What follows belongs to an exercise in optimizing a design on an open flow for small area, a short achievable clock period and few clock cycles per item; a production flow would make more cautious choices.
In this exercise RTL edits were held to simulation tests only and were not proved equivalent to the original.
Power is estimated from default activity; no workload was simulated.

Setup of onyx:
## tilt_orientation_qualifier_core
module tilt_orientation_qualifier_core
(
    input  logic                   clk,
    input  logic                   rst_n,
    input  logic                   s_tvalid,
    output logic                   s_tready,
    input  logic [IN_TDATA_W-1:0]  s_tdata,    
    input  logic                   s_tuser,    
    output logic                   m_tvalid,
    input  logic                   m_tready,
    output logic [OUT_TDATA_W-1:0] m_tdata,    
    output logic                   m_tuser,    
    input  logic                   psel,
    input  logic                   penable,
    input  logic                   pwrite,
    input  logic [3:0]             paddr,
    input  logic [31:0]            pwdata,
    output logic [31:0]            prdata,
    output logic                   pready
);
    localparam int QD = 4;    
    tlt_pkg::tlt_cfg_t cfg_reg;
    logic [1:0]        rd_sel_reg;
    logic                    v0_reg;
    logic [TIME_W-1:0]       now0_reg;
    logic                    ok0_reg;
    logic [SAMPLE_WIDTH-2:0] pu0_reg;
    logic                    ps0_reg;
    logic [SAMPLE_WIDTH-2:0] nqu0_reg;
    logic                    nqs0_reg;
    logic                    sx0_reg;
    logic                    sy0_reg;
    logic                    ybig0_reg;
    logic                    zero0_reg;
    logic                    v1_reg;
    logic                    ok1_reg;
    logic [MT_NG-1:0]        grp_g1_reg;
  ...
Size in the first run: roughly 1,700 cells after synthesis, ~240 flip-flops, about 150 I/O pins.
clock: 10.5 ns
lec_check: 0
cap_margin: 20
core_margin: 2
core_utilization: 40
cts_cluster_diameter: 100
cts_cluster_size: 30
slew_margin: 20
synth_hierarchical: 1
standard.sh (not shown) runs the stock make flow with config.mk's settings and CLKGATE_MAP_FILE= SYNTH_SCRIPT=/design/flow/synth_recipe.tcl, a recipe that flattens the netlist after the stock synthesis.
==> flow/flow/run.sh <==
#!/bin/bash
# Standard layout, with plain buf_1 port buffers and timing repair aimed 6.4 ns
# below the clock period.
set -euo pipefail
bash standard.sh SETUP_SLACK_MARGIN=6.4 'BUFFER_PORTS_ARGS=-buffer_cell sky130_fd_sc_hd__buf_1' finish > standard_flow.log 2>&1
onyx | status: complete | timing, DRC, antenna: pass
Testbench counts of onyx, summed over its fixed seeds: cycles 16,024, items 16,000.
For cedar, these inputs were changed with respect to onyx:
Settings: swapping 40 for 65 in CORE_UTILIZATION; putting TNS_END_PERCENT at 0 where nothing was set; swapping 30 for 20 in CTS_CLUSTER_SIZE; swapping 100 for 80 in CTS_CLUSTER_DIAMETER.
==> flow/flow/run.sh <==
#!/bin/bash
# Standard layout, with plain buf_1 port buffers and timing repair aimed 6.6 ns
# below the clock period.
set -euo pipefail
bash standard.sh SETUP_SLACK_MARGIN=6.6 'BUFFER_PORTS_ARGS=-buffer_cell sky130_fd_sc_hd__buf_1' finish > standard_flow.log 2>&1
Findings:
Of onyx and cedar, onyx shows the higher number of antenna cells inserted, with cedar below it.
| final total power | lower: onyx |
Final cell area: cedar below onyx

* * *

tilt_orientation_qualifier_core again, from the RTL that the note above started with.
export LEC_CHECK = 0
export CAP_MARGIN = 20
export CORE_MARGIN = 2
export CORE_UTILIZATION = 65
export CTS_CLUSTER_DIAMETER = 80
export CTS_CLUSTER_SIZE = 20
export SLEW_MARGIN = 20
export SYNTH_HIERARCHICAL = 1
create_clock -name core_clock -period 10.5 [get_ports {clk}]
==> flow/flow/run.sh <==
#!/bin/bash
# Standard layout, with plain buf_1 port buffers and timing repair aimed 6.6 ns
# below the clock period.
set -euo pipefail
bash standard.sh SETUP_SLACK_MARGIN=6.6 'BUFFER_PORTS_ARGS=-buffer_cell sky130_fd_sc_hd__buf_1' finish > standard_flow.log 2>&1
Testbench counts at the start, summed over its fixed seeds: cycles 16,024, items 16,000.
==> next run, changes <==
==> flow/flow/run.sh (replaced) <==
#!/bin/bash
# Standard layout, with plain buf_1 port buffers and timing repair aimed 6.4 ns
# below the clock period.
set -euo pipefail
bash standard.sh SETUP_SLACK_MARGIN=6.4 'BUFFER_PORTS_ARGS=-buffer_cell sky130_fd_sc_hd__buf_1' finish > standard_flow.log 2>&1
--- a/flow/config.mk
+++ b/flow/config.mk
@@ -8 +8 @@
-export CAP_MARGIN = 20
+export CAP_MARGIN = 10
@@ -10,4 +10,2 @@
-export CORE_UTILIZATION = 65
-export CTS_CLUSTER_DIAMETER = 80
-export CTS_CLUSTER_SIZE = 20
-export SLEW_MARGIN = 20
+export CORE_UTILIZATION = 40
+export SLEW_MARGIN = 10
Sequential share of layout area barely changes.
Cell area stays flat.
Via count falls by a few percent.
Global-route usage decreases by 11 points.
Synthesized area is unchanged.
Critical path depth is unchanged.
Power climbs slightly.
==> next run, changes <==
==> flow/flow/run.sh (replaced) <==
#!/bin/bash
# Standard layout, with plain buf_1 port buffers and timing repair aimed 6.2 ns
# below the clock period.
set -euo pipefail
bash standard.sh SETUP_SLACK_MARGIN=6.2 'BUFFER_PORTS_ARGS=-buffer_cell sky130_fd_sc_hd__buf_1' finish > standard_flow.log 2>&1
--- a/flow/config.mk
+++ b/flow/config.mk
@@ -8 +8 @@
-export CAP_MARGIN = 10
+export CAP_MARGIN = 20
@@ -10,2 +10,4 @@
-export CORE_UTILIZATION = 40
-export SLEW_MARGIN = 10
+export CORE_UTILIZATION = 65
+export CTS_CLUSTER_DIAMETER = 80
+export CTS_CLUSTER_SIZE = 20
+export SLEW_MARGIN = 20
=> Wire length is lower by 6.4%. Register-to-register slack loses 0.10 ns. Global-route usage went up by 10 points. First-iteration DRC count shrinks by 1.3%. Synthesized area is unchanged. Clock-buffer cell count goes down by 17. Clock power drops by 31%. Sequential share of layout area increases by 1.1 points. Setup slack degrades by 0.053 ns.
==> next run, changes <==
==> flow/flow/run.sh (replaced) <==
#!/bin/bash
# Standard layout, with plain buf_1 port buffers and timing repair aimed 6.4 ns
# below the clock period.
set -euo pipefail
bash standard.sh SETUP_SLACK_MARGIN=6.4 'BUFFER_PORTS_ARGS=-buffer_cell sky130_fd_sc_hd__buf_1' finish > standard_flow.log 2>&1
--- a/flow/config.mk
+++ b/flow/config.mk
@@ -11,2 +10,0 @@
-export CTS_CLUSTER_DIAMETER = 80
-export CTS_CLUSTER_SIZE = 20
Non-clock buffer count shrinks by 6.
Power grows by 6.7%.
Fmax grows by 3.9%.
Clock skew shrinks by 0.010 ns.
Sequential power barely changes.

* * *

Setup of run A:
tilt_orientation_qualifier_core, a different RTL version from the one above (not shown whole).
For scale: roughly 260 flip-flops, roughly 150 I/O pins.
Design tilt_orientation_qualifier_core, start of the top module:
module tilt_orientation_qualifier_core
(
    input  logic                   clk,
    input  logic                   rst_n,
    input  logic                   s_tvalid,
    output logic                   s_tready,
    input  logic [IN_TDATA_W-1:0]  s_tdata,    
    input  logic                   s_tuser,    
    output logic                   m_tvalid,
    input  logic                   m_tready,
    output logic [OUT_TDATA_W-1:0] m_tdata,    
    output logic                   m_tuser,    
    input  logic                   psel,
    input  logic                   penable,
    input  logic                   pwrite,
    input  logic [3:0]             paddr,
    input  logic [31:0]            pwdata,
    output logic [31:0]            prdata,
    output logic                   pready
);
export LEC_CHECK = 0
export CAP_MARGIN = 20
export CORE_MARGIN = 2
export CORE_UTILIZATION = 40
export SLEW_MARGIN = 20
create_clock -name core_clock -period 10.5 [get_ports {clk}]
==> flow/flow/run.sh <==
#!/bin/bash
# Standard layout, with timing repair aimed 7 ns below the clock period.
set -euo pipefail
bash standard.sh SETUP_SLACK_MARGIN=7 finish > standard_flow.log 2>&1
Run A: all stages complete, timing, DRC and antenna checks passed
Testbench counts of run A, summed over its fixed seeds: cycles 16,024, items 16,000.
The following lists how run B was set up differently from run A:
# run A
export LEC_CHECK = 0
export CAP_MARGIN = 20
export CORE_MARGIN = 2
export CORE_UTILIZATION = 40
export SLEW_MARGIN = 20
create_clock -name core_clock -period 10.5 [get_ports {clk}]
# run B
export LEC_CHECK = 0
export CAP_MARGIN = 5
export CORE_MARGIN = 2
export CORE_UTILIZATION = 40
export CTS_BUF_LIST = sky130_fd_sc_hd__clkbuf_4 sky130_fd_sc_hd__clkbuf_8
export SLEW_MARGIN = 5
create_clock -name core_clock -period 10.5 [get_ports {clk}]
==> flow/flow/run.sh <==
#!/bin/bash
# Standard layout, with plain buf_1 port buffers and timing repair aimed 7 ns
# below the clock period.
set -euo pipefail
bash standard.sh SETUP_SLACK_MARGIN=7 'BUFFER_PORTS_ARGS=-buffer_cell sky130_fd_sc_hd__buf_1' finish > standard_flow.log 2>&1
==> comparison <==
Looking at total leakage power across both flows, run B is the stronger of the two, with run A trailing. There was hardly any difference in fraction of power consumed by the clock network between run A and run B. Against run A, run B reports a switching share of total power that is higher. Delta (run B minus run A): area share of buffers outside the clock network went down, flip-flop and latch count has remained practically unchanged, area occupied by registers barely changed.
Inputs modified between run B and run C:
# run B
export LEC_CHECK = 0
export CAP_MARGIN = 5
export CORE_MARGIN = 2
export CORE_UTILIZATION = 40
export CTS_BUF_LIST = sky130_fd_sc_hd__clkbuf_4 sky130_fd_sc_hd__clkbuf_8
export SLEW_MARGIN = 5
create_clock -name core_clock -period 10.5 [get_ports {clk}]
# run C
export LEC_CHECK = 0
export CAP_MARGIN = 20
export CORE_MARGIN = 2
export CORE_UTILIZATION = 40
export SLEW_MARGIN = 20
create_clock -name core_clock -period 10.5 [get_ports {clk}]
[summary]
- Per the comparison of run C with run B, non-clock buffer count went up 23, fraction of power consumed by the clock network picked up an extra 0.7 points.
- Layout overhead on the synthesized area (run C over run B): increase, 1.4 points
- Internal power contribution in run C vs run B: up 0.22 mW
- Any difference in combinational share of power between run C and run B is small enough to ignore.
- Run C does better than run B on maximum frequency from static timing analysis.
- Run C ended up with a lower maximum fanout along the worst path than run B did.

* * *

RTL: one of the versions met above, not the one the previous note started from.
Size in the first run: roughly 1700 cells after synthesis, about 240 flip-flops, roughly 18000 sq um of cells after synthesis.
Design tilt_orientation_qualifier_core, start of the top module:
module tilt_orientation_qualifier_core
(
    input  logic                   clk,
    input  logic                   rst_n,
    input  logic                   s_tvalid,
    output logic                   s_tready,
    input  logic [IN_TDATA_W-1:0]  s_tdata,    
    input  logic                   s_tuser,    
    output logic                   m_tvalid,
    input  logic                   m_tready,
    output logic [OUT_TDATA_W-1:0] m_tdata,    
    output logic                   m_tuser,    
    input  logic                   psel,
    input  logic                   penable,
    input  logic                   pwrite,
    input  logic [3:0]             paddr,
    input  logic [31:0]            pwdata,
    output logic [31:0]            prdata,
    output logic                   pready
);
export LEC_CHECK = 0
export CAP_MARGIN = 20
export CORE_MARGIN = 2
export CORE_UTILIZATION = 65
export CTS_CLUSTER_DIAMETER = 80
export CTS_CLUSTER_SIZE = 20
export SLEW_MARGIN = 20
export SYNTH_HIERARCHICAL = 1
export TNS_END_PERCENT = 0
create_clock -name core_clock -period 10.5 [get_ports {clk}]
==> flow/flow/run.sh <==
#!/bin/bash
# Standard layout, with plain buf_1 port buffers and timing repair aimed 6.4 ns
# below the clock period.
set -euo pipefail
bash standard.sh SETUP_SLACK_MARGIN=6.4 'BUFFER_PORTS_ARGS=-buffer_cell sky130_fd_sc_hd__buf_1' finish > standard_flow.log 2>&1
Testbench counts at the start, summed over its fixed seeds: cycles 16,024, items 16,000.
Edit:
==> flow/flow/run.sh (replaced) <==
#!/bin/bash
# Standard layout, with plain buf_1 port buffers and timing repair aimed 6 ns
# below the clock period.
set -euo pipefail
bash standard.sh SETUP_SLACK_MARGIN=6 'BUFFER_PORTS_ARGS=-buffer_cell sky130_fd_sc_hd__buf_1' finish > standard_flow.log 2>&1
Settings changed: CORE_UTILIZATION 65 to 40, CTS_CLUSTER_DIAMETER 80 to default, CTS_CLUSTER_SIZE 20 to default, TNS_END_PERCENT 0 to default.
Total power rose by 2.0%.
Routed wire length rose by 3.9%.
Final area rose by 2.0%.
Combinational power fell by about 4%.
Worst hold slack barely changes.
Final cell count rose by 11%.
Worst setup slack loses 0.22 ns.
Core utilization fell by 27 points.
Global-route usage fell by 10 points.
First-iteration DRC count fell by 7.9%.
Edit:
==> flow/flow/run.sh (replaced) <==
#!/bin/bash
# Standard layout, with plain buf_1 port buffers and timing repair aimed 6.4 ns
# below the clock period.
set -euo pipefail
bash standard.sh SETUP_SLACK_MARGIN=6.4 'BUFFER_PORTS_ARGS=-buffer_cell sky130_fd_sc_hd__buf_1' finish > standard_flow.log 2>&1
Settings changed: CORE_UTILIZATION 40 to 75, PLACE_DENSITY from default to 0.8.
After rerunning: Clock-buffer cell count went down by 1; routed wire length is lower slightly; sequential power hardly moves.
Edit:
==> flow/flow/run.sh (replaced) <==
#!/bin/bash
# Standard layout, with plain buf_1 port buffers and timing repair aimed 6.5 ns
# below the clock period.
set -euo pipefail
bash standard.sh SETUP_SLACK_MARGIN=6.5 'BUFFER_PORTS_ARGS=-buffer_cell sky130_fd_sc_hd__buf_1' finish > standard_flow.log 2>&1
Settings changed: CORE_UTILIZATION 75 to 65, CTS_CLUSTER_DIAMETER from default to 80, CTS_CLUSTER_SIZE from default to 20, PLACE_DENSITY 0.8 to default.
The changed run finished clean.
Power is higher slightly.
Combinational power rose by a few percent.
Final cell count went up slightly.
Area after synthesis stays the same.
Sequential share of layout area is lower by 0.19 points.
Sequential cell count stays the same.
Worst setup slack gains 0.028 ns.
Routed wire length went up slightly.
Die area is higher by about a fifth.
Hold slack is better by 0.0082 ns.

* * *

Setup of v4:
Another version of the RTL of tilt_orientation_qualifier_core (not shown whole).
Size in the first run: ~1,900 cells after synthesis, about 150 I/O pins, ~19,000 sq um of cells after synthesis.
clock: 10.5 ns
lec_check: 0
cap_margin: 20
core_margin: 2
core_utilization: 40
slew_margin: 20
run.sh (not shown) runs the stock make flow with config.mk's settings and CLKGATE_MAP_FILE= SYNTH_SCRIPT=/design/flow/synth_recipe.tcl, a recipe that flattens the netlist after the stock synthesis.
Stock flow here: none of the scripts above is used.
v4 finished all stages; the layout is clean.
Testbench counts of v4, summed over its fixed seeds: cycles 16,024, items 16,000.
Relative to v4, the following input files were edited for v22:
==> flow/flow/run.sh (new file) <==
#!/bin/bash
# Standard layout, with timing repair aimed 6 ns below the clock period.
set -euo pipefail
bash standard.sh SETUP_SLACK_MARGIN=6 finish > standard_flow.log 2>&1
==> flow/standard.sh (new file) <==
#!/bin/bash
# synth_recipe.tcl (not shown) runs the flow's synth.tcl, then flattens the netlist and writes it again
# the make line also repeats each setting of config.mk as NAME=value (left out here)
make -C /OpenROAD-flow-scripts/flow DESIGN_CONFIG=/design/flow/config.mk WORK_HOME=/design/flow/orfs CLKGATE_MAP_FILE= SYNTH_SCRIPT=/design/flow/synth_recipe.tcl "${@:-finish}"
removed: flow/run.sh
Results
- v22 against v4: global routing met2 resource utilization has decreased; clock share of power went down.
- A highest layer used for signal routing of met4 is what v4 shows, while met5 belongs to v22.
- The setup slack of the critical path after layout of v22 exceeds that of v4 by 760 ps.
- Worst slack on hold paths delta (v22 − v4): unfavourable

* * *

willow:
tilt_orientation_qualifier_core with an RTL version that a note above also has.
For scale: ~1700 cells after synthesis, ~240 flip-flops, roughly 150 I/O pins, ~0.018 mm^2 of cells after synthesis.
clock: 10.5 ns
lec_check: 0
cap_margin: 20
core_margin: 2
core_utilization: 40
cts_cluster_diameter: 80
cts_cluster_size: 20
slew_margin: 20
synth_hierarchical: 1
standard.sh (not shown) runs the stock make flow with config.mk's settings and CLKGATE_MAP_FILE= SYNTH_SCRIPT=/design/flow/synth_recipe.tcl, a recipe that flattens the netlist after the stock synthesis.
==> flow/flow/run.sh <==
#!/bin/bash
# Standard layout, with plain buf_1 port buffers and timing repair aimed 6.4 ns
# below the clock period.
set -euo pipefail
bash standard.sh SETUP_SLACK_MARGIN=6.4 'BUFFER_PORTS_ARGS=-buffer_cell sky130_fd_sc_hd__buf_1' finish > standard_flow.log 2>&1
Testbench counts of willow, summed over its fixed seeds: cycles 16,024, items 16,000.
For juniper, these inputs were changed with respect to willow:
# willow
export LEC_CHECK = 0
export CAP_MARGIN = 20
export CORE_MARGIN = 2
export CORE_UTILIZATION = 40
export CTS_CLUSTER_DIAMETER = 80
export CTS_CLUSTER_SIZE = 20
export SLEW_MARGIN = 20
export SYNTH_HIERARCHICAL = 1
create_clock -name core_clock -period 10.5 [get_ports {clk}]
# juniper
export LEC_CHECK = 0
export CAP_MARGIN = 20
export CORE_MARGIN = 2
export CORE_UTILIZATION = 65
export CTS_BUF_LIST = sky130_fd_sc_hd__clkbuf_8 sky130_fd_sc_hd__clkbuf_16
export CTS_CLUSTER_DIAMETER = 80
export CTS_CLUSTER_SIZE = 20
export SLEW_MARGIN = 20
export SYNTH_HIERARCHICAL = 1
create_clock -name core_clock -period 10.5 [get_ports {clk}]
Notes after the runs:
juniper finished every stage and its layout cleared the timing, DRC and antenna checks.
A cell at the slowest stage of the critical path of sky130_fd_sc_hd__fa_2 is what juniper shows, while sky130_fd_sc_hd__dfrtp_4 belongs to willow.
The faster design of the two is juniper; willow tops out lower.
Diff willow -> juniper: relative contribution of combinational cells to total power now sits at about the same level, final period demand of the worst path now sits lower, effective utilization at floorplan now sits higher, worst setup margin now sits higher, number of top-level design ports now sits at about the same level.
Re worst slack at placement: juniper is 130 ps up on willow.
Higher count of clock-net buffers in the final layout goes to willow over juniper.
Going from willow to juniper, the cell depth of the worst flop-to-flop path was found to have gone down by 1.
| tightest hold margin | juniper vs willow | better |

==> static timing again, ports no longer ideal <==
In the flow no input, the clock included, has a driving cell. The finished layouts below were timed again as built, in two steps. Step 1 (the two cells are an assumption about what drives the block):
set clk [get_ports {clk}]
set_driving_cell -lib_cell sky130_fd_sc_hd__clkbuf_16 $clk
set_driving_cell -lib_cell sky130_fd_sc_hd__buf_2 [delete_from_list [all_inputs] $clk]
Step 2 adds t to the input delays and takes it off the output delays; t is the mean of the earliest and latest rising clock arrival at the registers after step 1. Input paths then give back, and output paths get back, about the clock's delay inside the block. Three values: no drivers, after step 1, after step 2; two values: the first two.
| run | t (ns) | slack for setup (ns) | worst setup path after step 2 | clock arrival spread, ns |
|---|---|---|---|---|
| onyx | 0.556 | 6.393 / 6.338 / 5.927 | input to register | 0.032 / 0.032 |
| cedar | 0.556 | 6.395 / 6.358 / 5.949 | input to register | 0.032 / 0.032 |
| the first run of note 2 | 0.560 | 6.406 / 6.357 / 5.885 | input to register | 0.031 / 0.032 |
| the second run of note 2 | 0.611 | 6.351 / 6.298 / 5.889 | input to register | 0.025 / 0.024 |
| the third run of note 2 | 0.555 | 6.298 / 6.248 / 5.801 | input to register | 0.025 / 0.024 |
| the fourth run of note 2 | 0.601 | 6.455 / 6.418 / 5.973 | input to register | 0.015 / 0.015 |
| run A | 0.627 | 6.418 / 6.418 / 5.798 | input to register | 0.016 / 0.016 |
| run B | 0.661 | 6.319 / 6.312 / 5.651 | input to register | 0.060 / 0.060 |
| run C | 0.628 | 6.426 / 6.424 / 5.796 | input to register | 0.013 / 0.012 |
| the first run of note 4 | 0.557 | 6.386 / 6.386 / 5.859 | input to register | 0.024 / 0.024 |
| the second run of note 4 | 0.618 | 6.167 / 6.154 / 5.583 | input to register | 0.026 / 0.026 |
| the third run of note 4 | 0.573 | 6.392 / 6.392 / 5.952 | input to register | 0.021 / 0.021 |
| the fourth run of note 4 | 0.544 | 6.419 / 6.419 / 5.875 | input to register | 0.037 / 0.037 |
| v4 | 0.613 | 5.307 / 5.335 / 4.722 | input to register | 0.010 / 0.010 |
| v22 | 0.583 | 6.072 / 6.072 / 5.549 | input to register | 0.032 / 0.031 |
| willow | 0.556 | 6.424 / 6.420 / 5.931 | input to register | 0.018 / 0.018 |
| juniper | 0.556 | 6.438 / 6.438 / 5.974 | input to register | 0.026 / 0.026 |
After both steps every run listed still meets setup and hold. For run B, which loses most, drivers alone change the setup slack by -0.007 ns; drivers and shift together by -0.668 ns.
